This is an optimization exercise on Yosys and OpenROAD, whose aim is a short achievable clock period and few clock cycles, not a production implementation.
The RTL was checked by simulation tests, not by an equivalence proof against the original design.
Power and IR drop assume default switching activity.

## design/flow/run.sh

```bash
#!/bin/bash
# synth_recipe.tcl (not shown) runs the flow's synth.tcl, then flattens the netlist and writes it again
# the make line also repeats each setting of config.mk as NAME=value (left out here)
make -C /OpenROAD-flow-scripts/flow DESIGN_CONFIG=/design/flow/config.mk WORK_HOME=/design/flow/orfs CLKGATE_MAP_FILE= SYNTH_SCRIPT=/design/flow/synth_recipe.tcl finish
```

## design/flow/config.mk

```make
export PLATFORM = sky130hd
export DESIGN_NAME = mipsCpuBus
export DESIGN_NICKNAME = mipsCpuBus
export VERILOG_FILES = /design/flow/design.v
export SDC_FILE = /design/flow/constraint.sdc
export NUM_CORES = 4
export LEC_CHECK = 0
export CAP_MARGIN = 20
export CORE_MARGIN = 2
export CORE_UTILIZATION = 40
export SLEW_MARGIN = 20
```

## design/flow/design.v

```verilog
`default_nettype none
package cpuPkg;
    typedef logic [31:0] cpuWord;
    typedef logic [4:0] regIndex;
    localparam cpuWord resetVector = 32'hBFC0_0000;
    localparam cpuWord haltAddress = 32'h0000_0000;    
    localparam regIndex linkRegister = 5'd31;
    typedef enum logic [5:0] {
        opSpecial = 6'b000000,
        opRegimm  = 6'b000001,
        opJ       = 6'b000010,
        opJal     = 6'b000011,
        opBeq     = 6'b000100,
        opBne     = 6'b000101,
        opBlez    = 6'b000110,
        opBgtz    = 6'b000111,
        opAddiu   = 6'b001001,
        opSlti    = 6'b001010,
        opSltiu   = 6'b001011,
        opAndi    = 6'b001100,
        opOri     = 6'b001101,
        opXori    = 6'b001110,
        opLui     = 6'b001111,
        opLw      = 6'b100011,
        opSw      = 6'b101011
    } opCode;
    typedef enum logic [5:0] {
        fnSll  = 6'b000000,
        fnSrl  = 6'b000010,
        fnSra  = 6'b000011,
        fnSllv = 6'b000100,
        fnSrlv = 6'b000110,
        fnSrav = 6'b000111,
        fnJr   = 6'b001000,
        fnJalr = 6'b001001,
        fnAddu = 6'b100001,
        fnSubu = 6'b100011,
        fnAnd  = 6'b100100,
        fnOr   = 6'b100101,
        fnXor  = 6'b100110,
        fnSlt  = 6'b101010,
        fnSltu = 6'b101011
    } fnCode;
    typedef enum logic [4:0] {
        brBltz   = 5'b00000,
        brBgez   = 5'b00001,
        brBltzal = 5'b10000,
        brBgezal = 5'b10001
    } branchCode;
    typedef enum logic [3:0] {
        aluAnd, aluOr, aluXor, aluLui,
        aluAdd, aluSub, aluSlt, aluSltu,
        aluPassA, aluSll, aluSrl, aluSra,
        aluSllv, aluSrlv, aluSrav
    } aluOp;
    typedef enum logic [2:0] {
        stFetch     = 3'b000,
        stDecode    = 3'b001,
        stExecute   = 3'b010,
        stMemory    = 3'b011,
        stWriteback = 3'b100,
        stHalted    = 3'b111
    } cpuState;
endpackage
`default_nettype wire
`default_nettype none
module alu (
    input logic [3:0] operation,
    input logic [31:0] a,
    input logic [31:0] b,
    input logic [4:0] shiftAmount,
    output logic [31:0] result
);
    localparam logic [3:0] opAdd = 4'd0, opSub = 4'd1, opSlt = 4'd2, opSltu = 4'd3,
                           opAnd = 4'd4, opOr = 4'd5, opXor = 4'd6, opLui = 4'd7,
                           opSll = 4'd8, opSrl = 4'd9, opSra = 4'd10;
    logic [32:0] diff;
    logic lessSigned;
    logic lessUnsigned;
    assign diff = {1'b0, a} - {1'b0, b};
    assign lessUnsigned = diff[32];
    assign lessSigned = (a[31] ^ b[31]) ? a[31] : diff[31];
    always_comb begin
        case (operation)
            opAdd: result = a + b;
            opSub: result = diff[31:0];
            opSlt: result = {31'b0, lessSigned};
            opSltu: result = {31'b0, lessUnsigned};
            opAnd: result = a & b;
            opOr: result = a | b;
            opXor: result = a ^ b;
            opLui: result = {b[15:0], 16'b0};
            opSll: result = b << shiftAmount;
            opSrl: result = b >> shiftAmount;
            opSra: result = $signed(b) >>> shiftAmount;
            default: result = '0;
        endcase
    end
endmodule
`default_nettype wire
`default_nettype none
module registerFile (
    input logic clk,
    input logic writeEnable,
    input logic [4:0] writeIndex,
    input logic [31:0] writeData,
    input logic [4:0] readA,
    input logic [4:0] readB,
    output logic [31:0] dataA,
    output logic [31:0] dataB,
    output logic [31:0] registerV0
);
    logic [31:0] regs [1:31];
    always_ff @(posedge clk) begin
        for (int i = 1; i < 32; i++) begin
            if (writeEnable && writeIndex == 5'(i)) regs[i] <= writeData;
        end
    end
    always_comb begin
        dataA = '0;
        dataB = '0;
        for (int i = 1; i < 32; i++) begin
            if (readA == 5'(i)) dataA = regs[i];
            if (readB == 5'(i)) dataB = regs[i];
        end
    end
    assign registerV0 = regs[2];
endmodule
`default_nettype wire
`default_nettype none
module mipsCpuBus (
    input logic clk,
    input logic reset,
    output logic active,
    output logic [31:0] registerV0,
    output logic [31:0] address,
    output logic read,
    output logic write,
    output logic [31:0] writedata,
    input logic [31:0] readdata,
    input logic waitrequest
);
    function automatic logic [31:0] byteSwap(input logic [31:0] value);
        byteSwap = {value[7:0], value[15:8], value[23:16], value[31:24]};
    endfunction
    localparam logic [31:2] resetVector = 30'h2FF0_0000;    
    localparam logic [3:0] opAdd = 4'd0, opSub = 4'd1, opSlt = 4'd2, opSltu = 4'd3,
                           opAnd = 4'd4, opOr = 4'd5, opXor = 4'd6, opLui = 4'd7,
                           opSll = 4'd8, opSrl = 4'd9, opSra = 4'd10;
    logic halted;
    logic [31:2] brAddr;
    logic brRead;
    logic brWrite;
    logic [31:0] brWdata;
    logic brFetch;
    logic brEpoch;
    assign address = {brAddr, 2'b00};
    assign read = brRead;
    assign write = brWrite;
    assign writedata = brWdata;
    assign active = !halted;
    logic freeze;
    logic step;
    assign freeze = (brRead || brWrite) && waitrequest;
    assign step = !freeze;
    logic arrValid;
    logic arrFetch;
    logic arrEpoch;
    logic [31:2] arrPc;
    logic skidValid;
    logic [31:0] skid;
    logic [31:0] rdata;
    assign rdata = skidValid ? skid : readdata;
    always_ff @(posedge clk) begin
        if (reset) begin
            skidValid <= 1'b0;
        end else begin
            if (freeze && !skidValid) skid <= readdata;
            skidValid <= freeze;
        end
    end
    logic fEpoch;
    logic [31:2] lastF;
    logic pendValid;
    logic pendWaitDS;
    logic [31:2] pendTarget;
    logic [31:0] iqInstr [4];
    logic [31:2] iqPc [4];
    logic iqPred [4];
    logic [1:0] iqHead;
    logic [2:0] iqCount;
    logic exValid;
    logic [31:2] exPc;
    logic [31:0] exA;
    logic [31:0] exB;
    logic [4:0] exSrcA;
    logic [4:0] exSrcB;
    logic [31:0] exImm;
    logic exUseImm;
    logic [3:0] exAluOp;
    logic exShiftVar;
    logic [4:0] exSa;
    logic [4:0] exDest;
    logic exWrite;
    logic exLoad;
    logic exStore;
    logic exLink;
    logic exCti;
    logic exJump;       
    logic exJr;         
    logic [2:0] exCond;    
    logic exPred;
    logic [31:2] exTarget;
    logic mValid;
    logic mLoad;
    logic mWrite;
    logic [4:0] mDest;
    logic [31:0] mResult;
    logic wValid;
    logic wLoad;
    logic wWrite;
    logic [4:0] wDest;
    logic [31:0] wResult;
    logic aValid;
    logic aKeep;
    logic [5:0] aOp;
    logic aIsJ;
    logic aIsBr;
    logic aAlways;
    logic aPred;
    logic [31:2] aPcNext;
    logic [31:2] aTarget;
    logic redirE;
    logic [31:2] eTarget;
    assign aValid = arrValid && arrFetch && arrEpoch == fEpoch;
    assign aKeep = aValid && !redirE;
    assign aOp = rdata[31:26];
    assign aIsJ = aOp[5:1] == 5'b00001;
    assign aIsBr = aOp == 6'd1 || aOp[5:2] == 4'b0001;
    assign aAlways = (aOp == 6'd4 && rdata[25:21] == rdata[20:16]) ||
                     (aOp == 6'd1 && rdata[25:21] == 5'd0 && rdata[16]) ||
                     (aOp == 6'd6 && rdata[25:21] == 5'd0);
    assign aPred = aKeep && (aIsJ || (aIsBr && (rdata[15] || aAlways)));
    assign aPcNext = arrPc + 30'd1;
    assign aTarget = aIsJ ? {aPcNext[31:28], rdata[25:0]}
                          : aPcNext + {{14{rdata[15]}}, rdata[15:0]};
    logic [31:0] hInstr;
    logic [31:2] hPc;
    logic hPred;
    logic hValid;
    assign hInstr = iqInstr[iqHead];
    assign hPc = iqPc[iqHead];
    assign hPred = iqPred[iqHead];
    assign hValid = iqCount != 3'd0;
    logic [5:0] dOp;
    logic [5:0] dFn;
    logic [4:0] dRs;
    logic [4:0] dRt;
    logic [4:0] dRd;
    assign dOp = hInstr[31:26];
    assign dFn = hInstr[5:0];
    assign dRs = hInstr[25:21];
    assign dRt = hInstr[20:16];
    assign dRd = hInstr[15:11];
    logic dSpecial, dRegimm, dJ, dJal, dBranch2, dBlezBgtz, dAlui, dLui, dLw, dSw;
    logic dJr, dJalr, dShiftImm, dShiftVar, dCti, dLink, dUsesRs, dUsesRt, dWrites;
    logic [4:0] dDest;
    logic [3:0] dAluOp;
    logic [2:0] dCond;
    logic [31:0] dImm;
    logic [31:2] dPcNext;
    logic [31:2] dTarget;
    assign dSpecial = dOp == 6'd0;
    assign dRegimm = dOp == 6'd1;
    assign dJ = dOp == 6'd2;
    assign dJal = dOp == 6'd3;
    assign dBranch2 = dOp[5:1] == 5'b00010;     
    assign dBlezBgtz = dOp[5:1] == 5'b00011;    
    assign dAlui = dOp[5:3] == 3'b001;
    assign dLui = dOp == 6'd15;
    assign dLw = dOp == 6'h23;
    assign dSw = dOp == 6'h2B;
    assign dJr = dSpecial && dFn == 6'h08;
    assign dJalr = dSpecial && dFn == 6'h09;
    assign dShiftImm = dSpecial && dFn[5:2] == 4'b0000;
    assign dShiftVar = dSpecial && dFn[5:2] == 4'b0001;
    assign dCti = dRegimm || dJ || dJal || dBranch2 || dBlezBgtz || dJr || dJalr;
    assign dLink = dJal || dJalr || (dRegimm && dRt[4]);
    assign dUsesRs = (dSpecial && !dShiftImm) || dRegimm || dBranch2 || dBlezBgtz ||
                     (dAlui && !dLui) || dLw || dSw;
    assign dUsesRt = (dSpecial && !dJr && !dJalr) || dBranch2 || dSw;
    always_comb begin
        if (dSpecial) dDest = dRd;
        else if (dJal || dRegimm) dDest = 5'd31;
        else dDest = dRt;
    end
    assign dWrites = dDest != 5'd0 &&
                     ((dSpecial && !dJr) || dAlui || dLw || dJal || (dRegimm && dRt[4]));
    always_comb begin
        dAluOp = opAdd;
        if (dSpecial) begin
            case (dFn)
                6'h00, 6'h04: dAluOp = opSll;
                6'h02, 6'h06: dAluOp = opSrl;
                6'h03, 6'h07: dAluOp = opSra;
                6'h23: dAluOp = opSub;
                6'h24: dAluOp = opAnd;
                6'h25: dAluOp = opOr;
                6'h26: dAluOp = opXor;
                6'h2A: dAluOp = opSlt;
                6'h2B: dAluOp = opSltu;
                default: dAluOp = opAdd;
            endcase
        end else if (dAlui) begin
            case (dOp[2:0])
                3'd2: dAluOp = opSlt;
                3'd3: dAluOp = opSltu;
                3'd4: dAluOp = opAnd;
                3'd5: dAluOp = opOr;
                3'd6: dAluOp = opXor;
                3'd7: dAluOp = opLui;
                default: dAluOp = opAdd;
            endcase
        end
    end
    always_comb begin
        if (dRegimm) dCond = dRt[0] ? 3'd5 : 3'd4;
        else dCond = {1'b0, dOp[1:0]};
    end
    assign dImm = (dAlui && dOp[2] && dOp[1:0] != 2'b11)
                ? {16'b0, hInstr[15:0]} : {{16{hInstr[15]}}, hInstr[15:0]};
    assign dPcNext = hPc + 30'd1;
    assign dTarget = (dJ || dJal) ? {dPcNext[31:28], hInstr[25:0]}
                                  : dPcNext + {{14{hInstr[15]}}, hInstr[15:0]};
    logic [31:0] rfA;
    logic [31:0] rfB;
    logic [31:0] wData;
    logic [31:0] dA;
    logic [31:0] dB;
    assign wData = wLoad ? byteSwap(rdata) : wResult;
    registerFile registers (
        .clk(clk),
        .writeEnable(wValid && wWrite),
        .writeIndex(wDest),
        .writeData(wData),
        .readA(dRs),
        .readB(dRt),
        .dataA(rfA),
        .dataB(rfB),
        .registerV0(registerV0)
    );
    always_comb begin
        if (mValid && mWrite && mDest == dRs) dA = mResult;
        else if (wValid && wWrite && wDest == dRs) dA = wData;
        else dA = rfA;
        if (mValid && mWrite && mDest == dRt) dB = mResult;
        else if (wValid && wWrite && wDest == dRt) dB = wData;
        else dB = rfB;
    end
    logic loadHazard;
    logic dsMissing;
    logic haltHead;
    logic issue;
    logic haltNow;
    assign loadHazard =
        (exValid && exLoad && exWrite &&
         ((dUsesRs && dRs == exDest) || (dUsesRt && dRt == exDest))) ||
        (mValid && mLoad && mWrite &&
         ((dUsesRs && dRs == mDest) || (dUsesRt && dRt == mDest)));
    assign dsMissing = dCti && iqCount < 3'd2 && !aKeep;
    assign haltHead = hPc == 30'd0;
    assign issue = hValid && !loadHazard && !dsMissing && !haltHead;
    assign haltNow = hValid && haltHead && !exValid && !mValid;
    logic [31:0] fA;
    logic [31:0] fB;
    logic [31:0] aluB;
    logic [31:0] aluResult;
    logic [31:0] eResult;
    logic [31:2] exPcLink;
    logic [31:0] eAddr;
    logic eEq;
    logic eAZero;
    logic eCond;
    logic eTaken;
    logic dataReq;
    assign fA = (mValid && mWrite && mDest == exSrcA) ? mResult : exA;
    assign fB = (mValid && mWrite && mDest == exSrcB) ? mResult : exB;
    assign aluB = exUseImm ? exImm : fB;
    alu arith (
        .operation(exAluOp),
        .a(fA),
        .b(aluB),
        .shiftAmount(exShiftVar ? fA[4:0] : exSa),
        .result(aluResult)
    );
    assign exPcLink = exPc + 30'd2;
    assign eResult = exLink ? {exPcLink, 2'b00} : aluResult;
    assign eAddr = fA + exImm;
    assign eEq = fA == fB;
    assign eAZero = fA == 32'd0;
    always_comb begin
        case (exCond)
            3'd0: eCond = eEq;
            3'd1: eCond = !eEq;
            3'd2: eCond = fA[31] || eAZero;
            3'd3: eCond = !fA[31] && !eAZero;
            3'd4: eCond = fA[31];
            default: eCond = !fA[31];
        endcase
    end
    assign eTaken = exJump || eCond;
    assign redirE = exValid && exCti && (eTaken != exPred);
    assign eTarget = !eTaken ? exPcLink : exJr ? fA[31:2] : exTarget;
    assign dataReq = exValid && (exLoad || exStore);
    logic tValid;
    logic tWait;
    logic [31:2] tTarget;
    logic [2:0] occupancy;
    logic fetchIssue;
    logic [31:2] nextFetch;
    always_comb begin
        if (redirE) begin
            tValid = 1'b1;
            tWait = 1'b0;
            tTarget = eTarget;
        end else if (aPred) begin
            tValid = 1'b1;
            tWait = !(brRead && brFetch);    
            tTarget = aTarget;
        end else begin
            tValid = pendValid;
            tWait = pendWaitDS;
            tTarget = pendTarget;
        end
    end
    assign occupancy = iqCount + {2'b0, arrValid && arrFetch} + {2'b0, brRead && brFetch};
    assign fetchIssue = !dataReq && (redirE || occupancy < 3'd4);
    assign nextFetch = (tValid && !tWait) ? tTarget : lastF + 30'd1;
    logic [1:0] iqTail;
    assign iqTail = iqHead + iqCount[1:0];
    always_ff @(posedge clk) begin
        if (reset) begin
            halted <= 1'b0;
            brAddr <= resetVector;
            brRead <= 1'b1;
            brWrite <= 1'b0;
            brFetch <= 1'b1;
            brEpoch <= 1'b0;
            arrValid <= 1'b0;
            fEpoch <= 1'b0;
            lastF <= resetVector;
            pendValid <= 1'b0;
            pendWaitDS <= 1'b0;
            iqHead <= 2'd0;
            iqCount <= 3'd0;
            exValid <= 1'b0;
            mValid <= 1'b0;
            wValid <= 1'b0;
        end else if (step && !halted) begin
            halted <= haltNow;
            arrValid <= brRead;
            arrFetch <= brFetch;
            arrEpoch <= brEpoch;
            arrPc <= brAddr;
            if (haltNow) begin
                brRead <= 1'b0;
                brWrite <= 1'b0;
            end else if (dataReq) begin
                brAddr <= eAddr[31:2];
                brRead <= exLoad;
                brWrite <= exStore;
                brWdata <= byteSwap(fB);
                brFetch <= 1'b0;
            end else if (fetchIssue) begin
                brAddr <= nextFetch;
                brRead <= 1'b1;
                brWrite <= 1'b0;
                brFetch <= 1'b1;
                brEpoch <= fEpoch ^ redirE;
            end else begin
                brRead <= 1'b0;
                brWrite <= 1'b0;
            end
            fEpoch <= fEpoch ^ redirE;
            if (fetchIssue) begin
                lastF <= nextFetch;
                pendValid <= tValid && tWait;
                pendWaitDS <= 1'b0;
            end else begin
                pendValid <= tValid;
                pendWaitDS <= tWait;
            end
            pendTarget <= tTarget;
            if (redirE) begin
                iqCount <= (iqCount != 3'd0 && !issue) ? 3'd1 : 3'd0;
            end else begin
                iqCount <= iqCount + {2'b0, aKeep} - {2'b0, issue};
            end
            if (issue) iqHead <= iqHead + 2'd1;
            if (aKeep) begin
                iqInstr[iqTail] <= rdata;
                iqPc[iqTail] <= arrPc;
                iqPred[iqTail] <= aPred;
            end
            exValid <= issue;
            exPc <= hPc;
            exA <= dA;
            exB <= dB;
            exSrcA <= dRs;
            exSrcB <= dRt;
            exImm <= dImm;
            exUseImm <= dAlui || dLw || dSw;
            exAluOp <= dAluOp;
            exShiftVar <= dShiftVar;
            exSa <= hInstr[10:6];
            exDest <= dDest;
            exWrite <= dWrites;
            exLoad <= dLw;
            exStore <= dSw;
            exLink <= dLink;
            exCti <= dCti;
            exJump <= dJ || dJal || dJr || dJalr;
            exJr <= dJr || dJalr;
            exCond <= dCond;
            exPred <= hPred;
            exTarget <= dTarget;
            mValid <= exValid;
            mLoad <= exLoad;
            mWrite <= exWrite;
            mDest <= exDest;
            mResult <= eResult;
            wValid <= mValid;
            wLoad <= mLoad;
            wWrite <= mWrite;
            wDest <= mDest;
            wResult <= mResult;
        end
    end
endmodule
`default_nettype wire
```

## design/flow/constraint.sdc

```tcl
create_clock -name core_clock -period 10.0 [get_ports {clk}]
set_input_delay 2.0000 -clock core_clock [delete_from_list [all_inputs] [get_ports {clk}]]
set_output_delay 2.0000 -clock core_clock [all_outputs]
set_load 0.01 [all_outputs]
```

==> flow_metrics.py, run 1 <==
metrics = {
    "drt": {
        "dr.pass1.iters": 11,
        "detail-route-antenna-nets": 0,
        "via_per_inst": 6.780,
        "drtIter0Drc": 12820,
        "post_drt_wl_per_cell_microns": 36.17,
        "post-route-drc-count": 0,
        "wl_mm": 406.8,
        "routed-via-count": 76250,
    },
    "sta": {
        "finalSetupViolations": 0,
        "tns_ns": 0,
        "max_freq_mhz": 137.8,
        "finalClockSkew_ns": 0.09391,
        "fin_crit_sh": 0.7258,
        "post-route-min-period_ns": 7.258,
        "final_hold_viol_count": 0,
        "slew_headroom": 0.1195,
        "worst_slew_pin_slew_ns": 1.321,
        "rsz0062_at_grt": "no",
        "final_max_slew_viol_count": 0,
    },
    "clock_network": {
        "cts_num_sinks": 1701,
        "root_buffer": "clkbuf_16",
        "clk_path_buf_depth": 3,
        "ctsHoldBuffers": 0,
        "postCtsSetupBuffers": 0,
        "cts_tree": "yes",
        "h-tree-depth": 4,
        "path_clk_slew_ns": 0.07,
        "clock_latency_ns": 0.89,
        "post_cts_resize_count": 0,
        "numCtsBuffers": 182,
    },
    "logic_synthesis": {
        "synth_edf_count": 1621,
        "netlist_area_sq_um": 90050,
        "dominantRegCellSynth": "edfxtp_1",
        "synth.avg_cell_area_sq_um": 11.24,
        "synth_area_leader_cell": "edfxtp_1",
        "synth.yosys.seq_area_share": 0.5583,
        "synth_top_area_share": 0.5406,
        "synthDistinctLibCells": 112,
        "ys_ff_latch": 1701,
        "synth-async-reset-ratio": 0,
        "synth.yosys.warnings": 4,
        "postSynthCellCount": 8010,
        "synth_area_leaders": "edfxtp_1 (54%), a21oi_1 (3.3%), nor2_1 (3.0%), ha_1 (2.7%), mux2i_1 (2.7%)",
    },
    "grt": {
        "grt_max_degree": 167,
        "grt-ovfl-total": 0,
        "grt_pass1_wl_mm": 561.8,
        "grt_pass1_vias": 70660,
        "track_usage": 0.3431,
        "antenna_found_initial": 40,
    },
    "power": {
        "total_power_uw": 27040,
        "clock_power_share": 0.253,
        "p_switching_uw": 11240,
        "peakVddDrop_mv": 0.2032,
        "p_per_area_nw_per_um2": 265.4,
        "p_leak_uw": 0.03446,
        "switching_share": 0.4158,
        "p_int_uw": 15800,
        "pwr-share-seq": 0.344,
        "p_comb_frac": 0.404,
    },
    "hold_path": {
        "hp-class": "reg -> reg",
    },
    "place": {
        "io_buffer_count": 131,
        "gp_congestion": 1.027,
        "hpwl_mm": 292.2,
    },
    "floorplanning": {
        "ios": 134,
        "die_area_sq_um": 228900,
        "fp.dieH_microns": 478.5,
        "die_w_microns": 478.5,
        "fp.coreArea_sq_um": 224200,
        "rows": 174,
        "start_util": 0.4016,
    },
    "finish": {
        "fillCellCount": 20610,
        "area_delta_synth_final_pct": 13.16,
        "multi_input_area_sq_um": 37450,
        "fin_nets": 8319,
        "seqCellArea_sq_um": 50280,
        "drive_gt1_frac": 0.1058,
    },
    "run_status": {
        "status": "timing/DRC/antenna clean",
    },
    "worst_setup_path": {
        "cp.arrival_ns": 7.95,
        "worstSetupPathType": "reg -> reg",
        "end_kind": "register",
        "cp_max_fo": 21,
        "crit_required_ns": 10.69,
        "start_kind": "register",
    },
    "run": {
        "cap_viol_max_count": 0,
    },
}
## final timing paths
| check | slack (ns) | cells after the start | endpoint | from |
|---|---|---|---|---|
| worst min-delay path | 0.44 | 0 | arrEpoch | brEpoch |
| worst max register to register | 2.74 | 22 | mResult[0] | mValid |
| worst max-delay path | 2.74 | 22 | mResult[0] | mValid |
| worst min register to register | 0.44 | 0 | arrEpoch | brEpoch |
## per-stage QoR
stage,std cells,setup slack [ns],cell area [sq um],utilization,hold WS [ns]
6_report,11250,2.742,101900,0.4544,0.4402
5_1_grt,11240,2.421,101900,0.4543,0.4408
4_1_cts,11230,2.983,101800,0.4538,0.4347
3_5_place_dp,10890,2.958,95760,0.4270,0.4208
3_3_place_gp,10880,3.101,95680,0.4267,0.4150
2_1_floorplan,8011,2.290,90060,-,0.4080
## per-layer routing
metal	vias up	share of wire	GRT usage
met3	1200	0.12	0.07452
met2	5914	0.44	0.5230
met4	22	0.072	0.2035
li1	31300	-	-
met1	37810	0.37	0.4488
met5	-	0.00042	0
## synthesized netlist by cell type (23+ instances only)
cell / count
edfxtp_1: 1621
nor2_1: 719
nand2_1: 638
a21oi_1: 591
o21ai_0: 436
clkbuf_1: 358
a22oi_1: 288
mux2i_1: 241
nand3_1: 236
inv_1: 199
o22ai_1: 196
ha_1: 194
nor3_1: 171
xnor2_1: 171
a211oi_1: 120
xor2_1: 104
a31oi_1: 102
dfxtp_1: 80
o221ai_1: 80
a221oi_1: 79
buf_2: 79
mux4_2: 79
a21o_1: 71
nand4_1: 71
a22o_1: 68
a222oi_1: 63
buf_1: 57
a2111oi_0: 54
and2_1: 52
mux2_2: 50
nor4_1: 48
and3_1: 47
o211ai_1: 44
nand2b_1: 42
o31ai_1: 33
nor2b_1: 32
or3_1: 32
a221o_1: 28
o21a_1: 28
o21ai_1: 28
o21bai_1: 27
o2111ai_1: 23
## power by group through the flow
stage	combinational, uW	sequential (uW)	clock, uW
after global placement	10400	9400	0
after CTS	10500	9260	6850
final	10900	9290	6840
after floorplan	6120	9030	0
after global routing	11300	9300	7140
after detailed placement	10400	9390	0
## cell usage in the layout (no fill, tap or decap), types with 194 or more instances in the layout
master	n
ha_1	194
nor2_1	678
a21oi_1	566
nand3_1	232
buf_4	276
a22oi_1	288
edfxtp_1	1621
mux2i_1	239
o21ai_0	434
o22ai_1	196
nand2_1	635
inv_1	197
## flip-flops by register name, indices dropped and copies added (netlist names), 17 cells and up, named ones only
register / flops
wResult: 32
exImm: 17
arrPc: 30
exTarget: 30
exB: 32
exPc: 30
mResult: 32
brAddr: 30
exA: 32
skid: 32
iqInstr: 128
brWdata: 32
lastF: 30
registers.regs: 992
pendTarget: 30
iqPc: 120
## cell type report
class | count | area share
repair buffers | 417 | 0.03551
flip-flops and latches | 1701 | 0.4934
clock buffers | 227 | 0.04706
well taps | 2992 | 0.03674
multi-input cells | 5578 | 0.3675
diodes | 13 | 0.0003192
clock inverters | 115 | 0.01182
inverters | 204 | 0.007563
## critical path: stages, from the launching register on
cell       delay (ns)
dfxtp_1          0.37
and2_1           0.45
and2_1           0.82
buf_4            0.36
nand3_1          0.12
a31oi_1          0.25
buf_4            0.26
inv_1            0.09
ha_1             0.38
inv_1            0.08
a21oi_1          0.26
o21bai_1         0.14
a2111oi_0        0.60
o21ai_0          0.38
o22ai_1          0.54
o31ai_1          0.16
buf_4            0.19
a2111oi_0        0.62
nor4b_1          0.14
a2111o_1         0.42
a21oi_1          0.21
o21ai_0          0.12
a21oi_1          0.15
## kinds of logic after synthesis
family,after synthesis,synth area share
AO/OA/AOI/OAI,2524,0.1868
AND/OR/NAND/NOR,2193,0.1111
flip-flops,1701,0.5583
buffers and inverters,732,0.03371
multiplexers,383,0.05488
XOR/XNOR,276,0.02693
adder cells (fa/ha/maj),200,0.02829
other,1,0.00004164
Testbench counts, summed over its fixed seeds: cycles 70,787.
==> run 2, diff against run 1 <==
--- a/design/flow/design.v
+++ b/design/flow/design.v
@@ -66,4 +66,33 @@
 `default_nettype none
+module fastAdd #(
+    parameter int W = 32,
+    parameter int L = 5     
+) (
+    input logic [W-1:0] a,
+    input logic [W-1:0] b,
+    input logic cin,
+    output logic [W-1:0] sum,
+    output logic cout
+);
+    logic [W-1:0] g [L+1];
+    logic [W-1:0] p [L+1];
+    logic [W-1:0] half;
+    assign half = a ^ b;
+    assign g[0] = (a & b) | {{(W-1){1'b0}}, half[0] & cin};
+    assign p[0] = half;
+    for (genvar l = 0; l < L; l++) begin : level
+        for (genvar i = 0; i < W; i++) begin : bit_
+            if (i >= (1 << l)) begin : span
+                assign g[l+1][i] = g[l][i] | (p[l][i] & g[l][i-(1<<l)]);
+                assign p[l+1][i] = p[l][i] & p[l][i-(1<<l)];
+            end else begin : pass
+                assign g[l+1][i] = g[l][i];
+                assign p[l+1][i] = p[l][i];
+            end
+        end
+    end
+    assign sum = half ^ {g[L][W-2:0], cin};
+    assign cout = g[L][W-1];
+endmodule
 module alu (
-    input logic [3:0] operation,
     input logic [31:0] a,
@@ -71,29 +100,40 @@
     input logic [4:0] shiftAmount,
+    input logic subtract,       
+    input logic selSum,
+    input logic selSlt,
+    input logic selSltu,
+    input logic selAnd,
+    input logic selOr,
+    input logic selXor,
+    input logic selLui,
+    input logic selSll,
+    input logic selSrl,         
+    input logic arith,          
+    output logic [31:0] sum,
     output logic [31:0] result
 );
-    localparam logic [3:0] opAdd = 4'd0, opSub = 4'd1, opSlt = 4'd2, opSltu = 4'd3,
-                           opAnd = 4'd4, opOr = 4'd5, opXor = 4'd6, opLui = 4'd7,
-                           opSll = 4'd8, opSrl = 4'd9, opSra = 4'd10;
-    logic [32:0] diff;
+    logic carry;
     logic lessSigned;
     logic lessUnsigned;
-    assign diff = {1'b0, a} - {1'b0, b};
-    assign lessUnsigned = diff[32];
-    assign lessSigned = (a[31] ^ b[31]) ? a[31] : diff[31];
-    always_comb begin
-        case (operation)
-            opAdd: result = a + b;
-            opSub: result = diff[31:0];
-            opSlt: result = {31'b0, lessSigned};
-            opSltu: result = {31'b0, lessUnsigned};
-            opAnd: result = a & b;
-            opOr: result = a | b;
-            opXor: result = a ^ b;
-            opLui: result = {b[15:0], 16'b0};
-            opSll: result = b << shiftAmount;
-            opSrl: result = b >> shiftAmount;
-            opSra: result = $signed(b) >>> shiftAmount;
-            default: result = '0;
-        endcase
-    end
+    logic [31:0] left;
+    logic [31:0] right;
+    fastAdd #(.W(32)) adder (
+        .a(a),
+        .b(b ^ {32{subtract}}),
+        .cin(subtract),
+        .sum(sum),
+        .cout(carry)
+    );
+    assign lessUnsigned = !carry;
+    assign lessSigned = (a[31] ^ b[31]) ? a[31] : sum[31];
+    assign left = b << shiftAmount;
+    assign right = $signed({arith && b[31], b}) >>> shiftAmount;
+    assign result = ({32{selSum}} & sum) |
+                    {31'b0, (selSlt && lessSigned) || (selSltu && lessUnsigned)} |
+                    ({32{selAnd}} & (a & b)) |
+                    ({32{selOr}} & (a | b)) |
+                    ({32{selXor}} & (a ^ b)) |
+                    ({32{selLui}} & {b[15:0], 16'b0}) |
+                    ({32{selSll}} & left) |
+                    ({32{selSrl}} & right);
 endmodule
@@ -173,2 +213,19 @@
     assign rdata = skidValid ? skid : readdata;
+    localparam int IB = 4;    
+    logic [31:0] icData [2**IB];
+    logic [31:IB+2] icTag [2**IB];
+    logic [2**IB-1:0] icValid;
+    logic cpValid;
+    logic cpWasTarget;
+    logic cpEpoch;
+    logic [31:2] cpAddr;
+    logic [31:2] cpPrevLastF;
+    logic cpHit;
+    logic arrCache;
+    logic [31:0] cData;
+    logic [31:0] iData;
+    assign cpHit = cpValid && icValid[cpAddr[IB+1:2]] && icTag[cpAddr[IB+1:2]] == cpAddr[31:IB+2];
+    assign iData = ({32{!arrCache && !skidValid}} & readdata) |
+                   ({32{!arrCache && skidValid}} & skid) |
+                   ({32{arrCache}} & cData);
     always_ff @(posedge clk) begin
@@ -189,2 +246,3 @@
     logic iqPred [4];
+    logic [31:2] iqPredTgt [4];
     logic [1:0] iqHead;
@@ -192,10 +250,11 @@
     logic exValid;
-    logic [31:2] exPc;
+    logic [31:2] exPcLink;    
     logic [31:0] exA;
     logic [31:0] exB;
-    logic [4:0] exSrcA;
-    logic [4:0] exSrcB;
-    logic [31:0] exImm;
-    logic exUseImm;
-    logic [3:0] exAluOp;
+    logic exSub, exSelSum, exSelSlt, exSelSltu, exSelAnd, exSelOr, exSelXor, exSelLui;
+    logic exSelSll, exSelSrl, exArith;
+    logic exFwdA;
+    logic exFwdB;
+    logic exFwdAluB;
+    logic [31:0] exAluB;
     logic exShiftVar;
@@ -212,2 +271,3 @@
     logic exPred;
+    logic [31:2] exPredTgt;
     logic [31:2] exTarget;
@@ -234,14 +294,105 @@
     logic [31:2] eTarget;
-    assign aValid = arrValid && arrFetch && arrEpoch == fEpoch;
+    assign aValid = ((arrValid && arrFetch) || arrCache) && arrEpoch == fEpoch;
     assign aKeep = aValid && !redirE;
-    assign aOp = rdata[31:26];
+    assign aOp = iData[31:26];
     assign aIsJ = aOp[5:1] == 5'b00001;
     assign aIsBr = aOp == 6'd1 || aOp[5:2] == 4'b0001;
-    assign aAlways = (aOp == 6'd4 && rdata[25:21] == rdata[20:16]) ||
-                     (aOp == 6'd1 && rdata[25:21] == 5'd0 && rdata[16]) ||
-                     (aOp == 6'd6 && rdata[25:21] == 5'd0);
-    assign aPred = aKeep && (aIsJ || (aIsBr && (rdata[15] || aAlways)));
-    assign aPcNext = arrPc + 30'd1;
-    assign aTarget = aIsJ ? {aPcNext[31:28], rdata[25:0]}
-                          : aPcNext + {{14{rdata[15]}}, rdata[15:0]};
+    assign aAlways = (aOp == 6'd4 && iData[25:21] == iData[20:16]) ||
+                     (aOp == 6'd1 && iData[25:21] == 5'd0 && iData[16]) ||
+                     (aOp == 6'd6 && iData[25:21] == 5'd0);
+    logic aIsJr;
+    logic aJrLink;
+    logic aJrConst;
+    logic linkValid;
+    logic [31:2] linkAddr;
+    logic constValid;
+    logic [4:0] constReg;
+    logic [31:0] constVal;
+    assign aIsJr = aOp == 6'd0 && iData[5:1] == 5'b00100;
+    assign aJrLink = linkValid && iData[25:21] == 5'd31;
+    assign aJrConst = constValid && iData[25:21] == constReg;
+    logic kValid;
+    logic [4:0] kReg;
+    logic [31:0] kVal;
+    logic kZero;
+    logic aKUse;
+    logic aKTaken;
+    logic aBrTaken;
+    assign kZero = kVal == 32'd0;
+    assign aKUse = kValid && iData[25:21] == kReg &&
+                   (aOp[5:1] != 5'b00010 || iData[20:16] == 5'd0);
+    always_comb begin
+        case (aOp[2:0])
+            3'd4: aKTaken = kZero;
+            3'd5: aKTaken = !kZero;
+            3'd6: aKTaken = kVal[31] || kZero;
+            3'd7: aKTaken = !kVal[31] && !kZero;
+            default: aKTaken = iData[16] ? !kVal[31] : kVal[31];
+        endcase
+    end
+    assign aBrTaken = aKUse ? aKTaken : (iData[15] || aAlways);
+    assign aPred = aKeep && (aIsJ || (aIsBr && aBrTaken) ||
+                             (aIsJr && (aJrLink || aJrConst)));
+    logic [31:2] aBranchTarget;
+    logic [31:2] aLinkAddr;
+    fastAdd #(.W(30)) aIncAdd (.a(arrPc), .b(30'd0), .cin(1'b1), .sum(aPcNext), .cout());
+    fastAdd #(.W(30)) aBranchAdd (.a(arrPc), .b({{14{iData[15]}}, iData[15:0]}), .cin(1'b1),
+                                  .sum(aBranchTarget), .cout());
+    fastAdd #(.W(30)) aLinkAdd (.a(arrPc), .b(30'd1), .cin(1'b1), .sum(aLinkAddr), .cout());
+    assign aTarget = aIsJr ? (aJrLink ? linkAddr : constVal[31:2]) :
+                     aIsJ ? {aPcNext[31:28], iData[25:0]}
+                          : aBranchTarget;
+    logic aLink;
+    logic aLui;
+    logic aOri;
+    logic aAddiu;
+    logic [4:0] aDest;
+    assign aLink = aOp == 6'd3 || (aOp == 6'd1 && iData[20]) ||
+                   (aOp == 6'd0 && iData[5:0] == 6'h09 && iData[15:11] == 5'd31);
+    assign aLui = aOp == 6'h0F;
+    assign aOri = aOp == 6'h0D && iData[25:21] == iData[20:16];
+    assign aAddiu = aOp == 6'h09;
+    always_comb begin
+        if (aLink) aDest = 5'd31;
+        else if (aOp == 6'd0) aDest = iData[5:0] == 6'h08 ? 5'd0 : iData[15:11];
+        else if (aOp[5:3] == 3'b001 || aOp == 6'h23) aDest = iData[20:16];
+        else aDest = 5'd0;
+    end
+    logic [31:0] kNext;
+    fastAdd #(.W(32)) kAdd (.a(kVal), .b({{16{iData[15]}}, iData[15:0]}), .cin(1'b0),
+                            .sum(kNext), .cout());
+    always_ff @(posedge clk) begin
+        if (reset) begin
+            linkValid <= 1'b0;
+            constValid <= 1'b0;
+            kValid <= 1'b0;
+        end else if (step && redirE) begin
+            kValid <= 1'b0;    
+        end else if (step && aKeep) begin
+            if (aAddiu && iData[25:21] == 5'd0) begin
+                kValid <= iData[20:16] != 5'd0;
+                kReg <= iData[20:16];
+                kVal <= {{16{iData[15]}}, iData[15:0]};
+            end else if (aAddiu && iData[25:21] == iData[20:16] && iData[20:16] == kReg) begin
+                kVal <= kNext;
+            end else if (aDest == kReg) begin
+                kValid <= 1'b0;
+            end
+            if (aLink) begin
+                linkValid <= 1'b1;
+                linkAddr <= aLinkAddr;
+            end else if (aDest == 5'd31) begin
+                linkValid <= 1'b0;
+            end
+            if (aLui) begin
+                constValid <= iData[20:16] != 5'd0;
+                constReg <= iData[20:16];
+                constVal <= {iData[15:0], 16'b0};
+            end else if (aOri && iData[20:16] == constReg) begin
+                constVal[15:0] <= constVal[15:0] | iData[15:0];
+            end else if (aDest == constReg) begin
+                constValid <= 1'b0;
+            end
+        end
+    end
     logic [31:0] hInstr;
@@ -249,2 +400,3 @@
     logic hPred;
+    logic [31:2] hPredTgt;
     logic hValid;
@@ -253,2 +405,3 @@
     assign hPred = iqPred[iqHead];
+    assign hPredTgt = iqPredTgt[iqHead];
     assign hValid = iqCount != 3'd0;
@@ -331,5 +484,10 @@
                 ? {16'b0, hInstr[15:0]} : {{16{hInstr[15]}}, hInstr[15:0]};
-    assign dPcNext = hPc + 30'd1;
+    logic [31:2] dBranchTarget;
+    logic [31:2] dPcLink;
+    fastAdd #(.W(30)) dIncAdd (.a(hPc), .b(30'd0), .cin(1'b1), .sum(dPcNext), .cout());
+    fastAdd #(.W(30)) dBranchAdd (.a(hPc), .b({{14{hInstr[15]}}, hInstr[15:0]}), .cin(1'b1),
+                                  .sum(dBranchTarget), .cout());
+    fastAdd #(.W(30)) dLinkAdd (.a(hPc), .b(30'd1), .cin(1'b1), .sum(dPcLink), .cout());
     assign dTarget = (dJ || dJal) ? {dPcNext[31:28], hInstr[25:0]}
-                                  : dPcNext + {{14{hInstr[15]}}, hInstr[15:0]};
+                                  : dBranchTarget;
     logic [31:0] rfA;
@@ -378,3 +536,2 @@
     logic [31:0] eResult;
-    logic [31:2] exPcLink;
     logic [31:0] eAddr;
@@ -385,7 +542,6 @@
     logic dataReq;
-    assign fA = (mValid && mWrite && mDest == exSrcA) ? mResult : exA;
-    assign fB = (mValid && mWrite && mDest == exSrcB) ? mResult : exB;
-    assign aluB = exUseImm ? exImm : fB;
+    assign fA = exFwdA ? mResult : exA;
+    assign fB = exFwdB ? mResult : exB;
+    assign aluB = exFwdAluB ? mResult : exAluB;
     alu arith (
-        .operation(exAluOp),
         .a(fA),
@@ -393,7 +549,17 @@
         .shiftAmount(exShiftVar ? fA[4:0] : exSa),
+        .subtract(exSub),
+        .selSum(exSelSum),
+        .selSlt(exSelSlt),
+        .selSltu(exSelSltu),
+        .selAnd(exSelAnd),
+        .selOr(exSelOr),
+        .selXor(exSelXor),
+        .selLui(exSelLui),
+        .selSll(exSelSll),
+        .selSrl(exSelSrl),
+        .arith(exArith),
+        .sum(eAddr),
         .result(aluResult)
     );
-    assign exPcLink = exPc + 30'd2;
-    assign eResult = exLink ? {exPcLink, 2'b00} : aluResult;
-    assign eAddr = fA + exImm;
+    assign eResult = aluResult | ({32{exLink}} & {exPcLink, 2'b00});
     assign eEq = fA == fB;
@@ -411,3 +577,4 @@
     assign eTaken = exJump || eCond;
-    assign redirE = exValid && exCti && (eTaken != exPred);
+    assign redirE = exValid && exCti &&
+                    (exJr ? (!exPred || fA[31:2] != exPredTgt) : eTaken != exPred);
     assign eTarget = !eTaken ? exPcLink : exJr ? fA[31:2] : exTarget;
@@ -420,2 +587,21 @@
     logic [31:2] nextFetch;
+    logic missSeq;
+    logic missTgt;
+    logic [31:2] effLastF;
+    logic effPendValid;
+    logic effPendWait;
+    logic [31:2] effPendTarget;
+    logic [31:2] seqNext;
+    logic candTarget;
+    logic canFetch;
+    logic probe;
+    assign missSeq = cpValid && !cpHit && !cpWasTarget;
+    assign missTgt = cpValid && !cpHit && cpWasTarget;
+    assign effLastF = missSeq ? cpPrevLastF : lastF;
+    assign effPendValid = missTgt || pendValid;
+    assign effPendWait = missSeq ? pendValid : (!missTgt && pendWaitDS);
+    assign effPendTarget = missTgt ? cpAddr : pendTarget;
+    logic [31:2] lastFNext;
+    fastAdd #(.W(30)) seqAdd (.a(lastF), .b(30'd0), .cin(1'b1), .sum(lastFNext), .cout());
+    assign seqNext = missSeq ? cpAddr : lastFNext;
     always_comb begin
@@ -427,13 +613,17 @@
             tValid = 1'b1;
-            tWait = !(brRead && brFetch);    
+            tWait = effLastF == arrPc;    
             tTarget = aTarget;
         end else begin
-            tValid = pendValid;
-            tWait = pendWaitDS;
-            tTarget = pendTarget;
+            tValid = effPendValid;
+            tWait = effPendWait;
+            tTarget = effPendTarget;
         end
     end
-    assign occupancy = iqCount + {2'b0, arrValid && arrFetch} + {2'b0, brRead && brFetch};
-    assign fetchIssue = !dataReq && (redirE || occupancy < 3'd4);
-    assign nextFetch = (tValid && !tWait) ? tTarget : lastF + 30'd1;
+    assign occupancy = iqCount + {2'b0, (arrValid && arrFetch) || arrCache} +
+                       {2'b0, (brRead && brFetch) || cpValid};
+    assign canFetch = redirE || occupancy < 3'd4;
+    assign fetchIssue = !dataReq && canFetch;
+    assign probe = dataReq && canFetch;
+    assign candTarget = tValid && !tWait;
+    assign nextFetch = candTarget ? tTarget : seqNext;
     logic [1:0] iqTail;
@@ -449,2 +639,4 @@
             arrValid <= 1'b0;
+            arrCache <= 1'b0;
+            cpValid <= 1'b0;
             fEpoch <= 1'b0;
@@ -462,4 +654,5 @@
             arrFetch <= brFetch;
-            arrEpoch <= brEpoch;
-            arrPc <= brAddr;
+            arrEpoch <= cpHit ? cpEpoch : brEpoch;
+            arrPc <= cpHit ? cpAddr : brAddr;
+            arrCache <= cpHit;
             if (haltNow) begin
@@ -484,3 +677,3 @@
             fEpoch <= fEpoch ^ redirE;
-            if (fetchIssue) begin
+            if (fetchIssue || probe) begin
                 lastF <= nextFetch;
@@ -489,2 +682,3 @@
             end else begin
+                lastF <= effLastF;
                 pendValid <= tValid;
@@ -493,2 +687,7 @@
             pendTarget <= tTarget;
+            cpValid <= probe;
+            cpAddr <= nextFetch;
+            cpWasTarget <= candTarget;
+            cpPrevLastF <= effLastF;
+            cpEpoch <= fEpoch ^ redirE;
             if (redirE) begin
@@ -499,16 +698,21 @@
             if (issue) iqHead <= iqHead + 2'd1;
-            if (aKeep) begin
-                iqInstr[iqTail] <= rdata;
-                iqPc[iqTail] <= arrPc;
-                iqPred[iqTail] <= aPred;
-            end
             exValid <= issue;
-            exPc <= hPc;
+            exPcLink <= dPcLink;
             exA <= dA;
             exB <= dB;
-            exSrcA <= dRs;
-            exSrcB <= dRt;
-            exImm <= dImm;
-            exUseImm <= dAlui || dLw || dSw;
-            exAluOp <= dAluOp;
+            exAluB <= (dAlui || dLw || dSw) ? dImm : dB;
+            exFwdA <= exValid && exWrite && exDest == dRs;
+            exFwdB <= exValid && exWrite && exDest == dRt;
+            exFwdAluB <= exValid && exWrite && exDest == dRt && !(dAlui || dLw || dSw);
+            exSub <= dAluOp == opSub || dAluOp == opSlt || dAluOp == opSltu;
+            exSelSum <= !dLink && (dAluOp == opAdd || dAluOp == opSub);
+            exSelSlt <= !dLink && dAluOp == opSlt;
+            exSelSltu <= !dLink && dAluOp == opSltu;
+            exSelAnd <= !dLink && dAluOp == opAnd;
+            exSelOr <= !dLink && dAluOp == opOr;
+            exSelXor <= !dLink && dAluOp == opXor;
+            exSelLui <= !dLink && dAluOp == opLui;
+            exSelSll <= !dLink && dAluOp == opSll;
+            exSelSrl <= !dLink && (dAluOp == opSrl || dAluOp == opSra);
+            exArith <= dAluOp == opSra;
             exShiftVar <= dShiftVar;
@@ -525,2 +729,3 @@
             exPred <= hPred;
+            exPredTgt <= hPredTgt;
             exTarget <= dTarget;
@@ -537,2 +742,24 @@
         end
+    end
+    always_ff @(posedge clk) begin
+        if (step) cData <= icData[cpAddr[IB+1:2]];
+        if (arrValid && arrFetch) begin
+            icData[arrPc[IB+1:2]] <= rdata;
+            icTag[arrPc[IB+1:2]] <= arrPc[31:IB+2];
+        end
+        if (aKeep) begin
+            iqInstr[iqTail] <= iData;
+            iqPc[iqTail] <= arrPc;
+            iqPred[iqTail] <= aPred;
+            iqPredTgt[iqTail] <= aTarget;
+        end
+    end
+    always_ff @(posedge clk) begin
+        if (reset) begin
+            icValid <= '0;
+        end else if (brWrite && icTag[brAddr[IB+1:2]] == brAddr[31:IB+2]) begin
+            icValid[brAddr[IB+1:2]] <= 1'b0;
+        end else if (arrValid && arrFetch && !halted) begin
+            icValid[arrPc[IB+1:2]] <= 1'b1;
+        end
     end
==> design/flow/flow/run.sh (new file) <==
#!/bin/bash
set -euo pipefail
bash standard.sh SETUP_SLACK_MARGIN=6.5 TNS_END_PERCENT=10 ABC_CLOCK_PERIOD_IN_PS=3000 finish > standard_flow.log 2>&1
==> design/flow/standard.sh (new file) <==
#!/bin/bash
# synth_recipe.tcl (not shown) runs the flow's synth.tcl, then flattens the netlist and writes it again
# the make line also repeats each setting of config.mk as NAME=value (left out here)
make -C /OpenROAD-flow-scripts/flow DESIGN_CONFIG=/design/flow/config.mk WORK_HOME=/design/flow/orfs CLKGATE_MAP_FILE= SYNTH_SCRIPT=/design/flow/synth_recipe.tcl "${@:-finish}"
removed: design/flow/run.sh
==> run 2 against run 1 <==
Still clean. Synthesized cell count grew 32%. Sequential power grew 79%. Global-route usage down 1.4 points. Clock power is 84% higher. First-iteration DRC count up 58%. Core utilization increased by 5.3 points. Critical endpoint is now exAluB[1].
==> flow_metrics.py, run 2 <==
metrics = {
    "run_status": {
        "status": "timing/DRC/antenna clean",
    },
    "place": {
        "gp_congestion": 0.9981,
        "io_buffer_count": 131,
        "placed_cell_area_sq_um": 154300,
        "pre_cts_ws_ns": 1.094,
        "hpwl_mm": 401.0,
        "dp.cells": 15310,
    },
    "worst_setup_path": {
        "cp_common_cell": "buf_12",
        "cp.arrival_ns": 5.99,
        "cp_num_buf_inv": 6,
        "cp_top_family": "compound AO/OA/AOI/OAI gates",
        "reg2reg_depth": 19,
        "path_cells": "buf_12, buf_12, mux4_2, buf_6, buf_4, nor3_4, and2_4, buf_12, buf_4, a22oi_1, o211ai_1, o21ai_0, a211oi_4, o21ai_1, a31oi_1, o22ai_1, a21oi_1, a221o_1, mux2_2",
        "crit_required_ns": 10.78,
        "cp_max_fo": 7,
        "crit_slowest_cell": "mux4_2",
        "worstSetupPathType": "reg -> reg",
        "end_kind": "register",
        "start_kind": "register",
        "critPathMaxStageDelay_ns": 0.56,
        "rrSetupSlack_ns": 4.80,
        "critical_path_depth": 19,
    },
    "drt": {
        "routed-via-count": 114300,
        "via_per_inst": 6.786,
        "post-route-drc-count": 0,
        "post_drt_wl_per_cell_microns": 38.27,
        "wl_mm": 644.5,
        "dr.pass1.iters": 13,
        "detail-route-antenna-nets": 0,
        "drtIter0Drc": 20270,
    },
    "logic_synthesis": {
        "postSynthCellCount": 10600,
        "synth-async-reset-ratio": 0,
        "synth_area_leaders": "edfxtp_1 (60%), mux4_2 (7.4%), mux2i_1 (2.8%), a21oi_1 (2.0%), nand2_1 (1.8%)",
        "dominantRegCellSynth": "edfxtp_1",
        "synthDistinctLibCells": 105,
        "synth_common_cells": "edfxtp_1 (2,914), nand2_1 (709), nor2_1 (701)",
        "synth_edf_count": 2914,
        "synth_top_area_share": 0.6020,
        "synth_area_leader_cell": "edfxtp_1",
        "ys_ff_latch": 3023,
        "netlist_area_sq_um": 145300,
        "synth.avg_cell_area_sq_um": 13.71,
        "synth.yosys.warnings": 9,
        "synth.yosys.seq_area_share": 0.6171,
        "yosysMostFrequentCell": "edfxtp_1",
    },
    "sta": {
        "tns_ns": 0,
        "finalSetupViolations": 0,
        "setup_slack_ns": 4.796,
        "post-route-min-period_ns": 5.204,
        "rsz0062_at_grt": "yes",
        "worst_slew_pin_slew_ns": 1.275,
        "fin_crit_sh": 0.5204,
        "final_max_slew_viol_count": 0,
        "hold_ws_ns": 0.4378,
        "max_freq_mhz": 192.2,
        "final_hold_viol_count": 0,
        "finalClockSkew_ns": 0.09362,
        "slew_headroom": 0.1500,
    },
    "power": {
        "p_per_area_nw_per_um2": 296.2,
        "peakVddDrop_mv": 0.1735,
        "p_leak_uw": 0.06214,
    },
    "clock_network": {
        "h-tree-depth": 5,
        "clk_path_buf_depth": 4,
        "cts_num_sinks": 3023,
        "numCtsBuffers": 330,
        "cts_tree": "yes",
        "root_buffer": "clkbuf_16",
        "clock_latency_ns": 0.97,
        "path_clk_slew_ns": 0.06,
    },
    "grt": {
        "antenna_found_initial": 55,
        "grt-ovfl-total": 0,
        "grt_pass1_vias": 105200,
        "grt_pass1_wl_mm": 848.5,
        "track_usage": 0.3291,
        "grt_max_degree": 144,
    },
    "finish": {
        "fin_nets": 11990,
        "largest_register_ffs": 992,
        "final_common_cell": "edfxtp_1",
        "layout_common_cells": "edfxtp_1 (2,914), buf_4 (931), nand2_1 (665)",
        "drive_gt1_frac": 0.3014,
        "area_delta_synth_final_pct": 26.39,
        "fin_cells": 16840,
        "final_cell_area_sq_um": 183700,
        "fillCellCount": 29750,
        "top_register": "registers.regs",
    },
    "run": {
        "cap_viol_max_count": 0,
    },
    "floorplanning": {
        "ios": 134,
        "rows": 221,
        "fp.coreArea_sq_um": 362000,
        "start_util": 0.4016,
        "die_w_microns": 606.8,
        "fp.dieH_microns": 606.8,
        "die_area_sq_um": 368200,
    },
    "hold_path": {
        "hold_depth": 0,
        "worstHoldStart": "exWrite",
        "hp-class": "reg -> reg",
    },
}
==> run 2: changes by cell type after synthesis, sizes merged, moves of 46 or more <==
cell	change
and3	+46
a31oi	+46
mux2i	+166
xor2	+65
edfxtp	+1293
mux2	+158
xnor2	+118
o22ai	+47
inv	+49
nand3	-53
nand2	+70
mux4	+401
clkbuf	+110
a221oi	+52
==> run 2: logic make-up after synthesis <==
logic type / after synthesis / synth area share
XOR/XNOR: 459 / 0.02766
other: 1 / 0.00002580
adder cells (fa/ha/maj): 207 / 0.01808
AO/OA/AOI/OAI: 2613 / 0.1200
AND/OR/NAND/NOR: 2279 / 0.07221
multiplexers: 1108 / 0.1199
buffers and inverters: 914 / 0.02507
flip-flops: 3023 / 0.6171
==> run 2: metal layers <==
metal / up-vias / GRT usage / share of wire
li1: 44620 / - / -
met3: 2218 / 0.08576 / 0.13
met1: 57770 / 0.4284 / 0.35
met2: 9658 / 0.5012 / 0.44
met5: - / 0 / 0.0011
met4: 34 / 0.1829 / 0.075
==> run 2: timing repair <==
| item | in CTS | in global routing |
|---|---|---|
| setup endpoints to repair | 2105 | 1904 |
| setup buffers | 375 | 421 |
| hold buffers | 0 | 0 |
| pin swaps | 217 | 478 |
| cloned | 49 | 59 |
| resized for setup | 1041 | 1042 |
==> run 2: per-stage QoR <==
stage,power [uW],util
2_1_floorplan,26760,-
3_5_place_dp,35130,0.4262
3_3_place_gp,34950,0.4259
4_1_cts,50030,0.4807
6_report,54400,0.5075
5_1_grt,55280,0.5073
==> run 2: worst paths after layout <==
path | to
worst min register to register | mWrite
worst min-delay path | mWrite
worst max register to register | exAluB[1]
worst max-delay path | exAluB[1]
==> run 2: report_power, final <==
part	switching, uW	internal, uW	total [uW]
clock network	5410	7230	12600
registers	1050	15600	16600
logic	15400	9710	25100
total	21900	32500	54400
==> run 2: worst reg2reg max path, stage by stage (launching register included) <==
cell	delay, ns
dfxtp_4	0.37
buf_12	0.12
buf_12	0.11
mux4_2	0.57
buf_6	0.16
buf_4	0.13
nor3_4	0.22
and2_4	0.26
buf_12	0.18
buf_4	0.14
a22oi_1	0.08
o211ai_1	0.14
o21ai_0	0.27
a211oi_4	0.52
o21ai_1	0.28
a31oi_1	0.49
o22ai_1	0.19
a21oi_1	0.37
a221o_1	0.27
mux2_2	0.18
==> run 2: area by class of cell <==
class,instances,area (sq um),share of cell area
Clock buffer,397,8677,0.04723
Multi-Input combinational cell,6679,60210,0.3277
Antenna cell,29,72.57,0.0003950
Sequential cell,3023,89720,0.4884
Timing Repair Buffer,1462,15620,0.08503
Clock inverter,206,2364,0.01287
Inverter,252,1035,0.005633
Timing Repair inverter,1,8.758,0.00004768
Tap cell,4794,5998,0.03265
Testbench counts of run 2, summed over its fixed seeds: cycles 61,325.

[afterwards: timing with drivers on the ports]
Ports are ideal in the flow. The routed layouts listed here were re-timed in OpenROAD. Step 1: set_driving_cell puts a clkbuf_16 on clk and a buf_2 on each other input, an assumption about the parent block. Step 2 moves the port delays by t, midway between the first and last clock arrival at a register: inputs arrive t later, outputs are due t later. That takes back most of the time a late clock gives input paths. Three values: no drivers, after step 1, after step 2; two values: the first two.
run | t, ns | slack for setup (ns) | slew at the worst register clock pin (ns)
run 1 | 0.944 | 2.742 / 2.742 / 2.742 | 0.07 / 0.07
run 2 | 1.034 | 4.796 / 4.796 / 3.943 | 0.07 / 0.07
After both steps setup and hold are still met in every run listed. For run 2, which loses most, drivers alone change the setup slack by 0.000 ns; drivers and shift together by -0.853 ns.
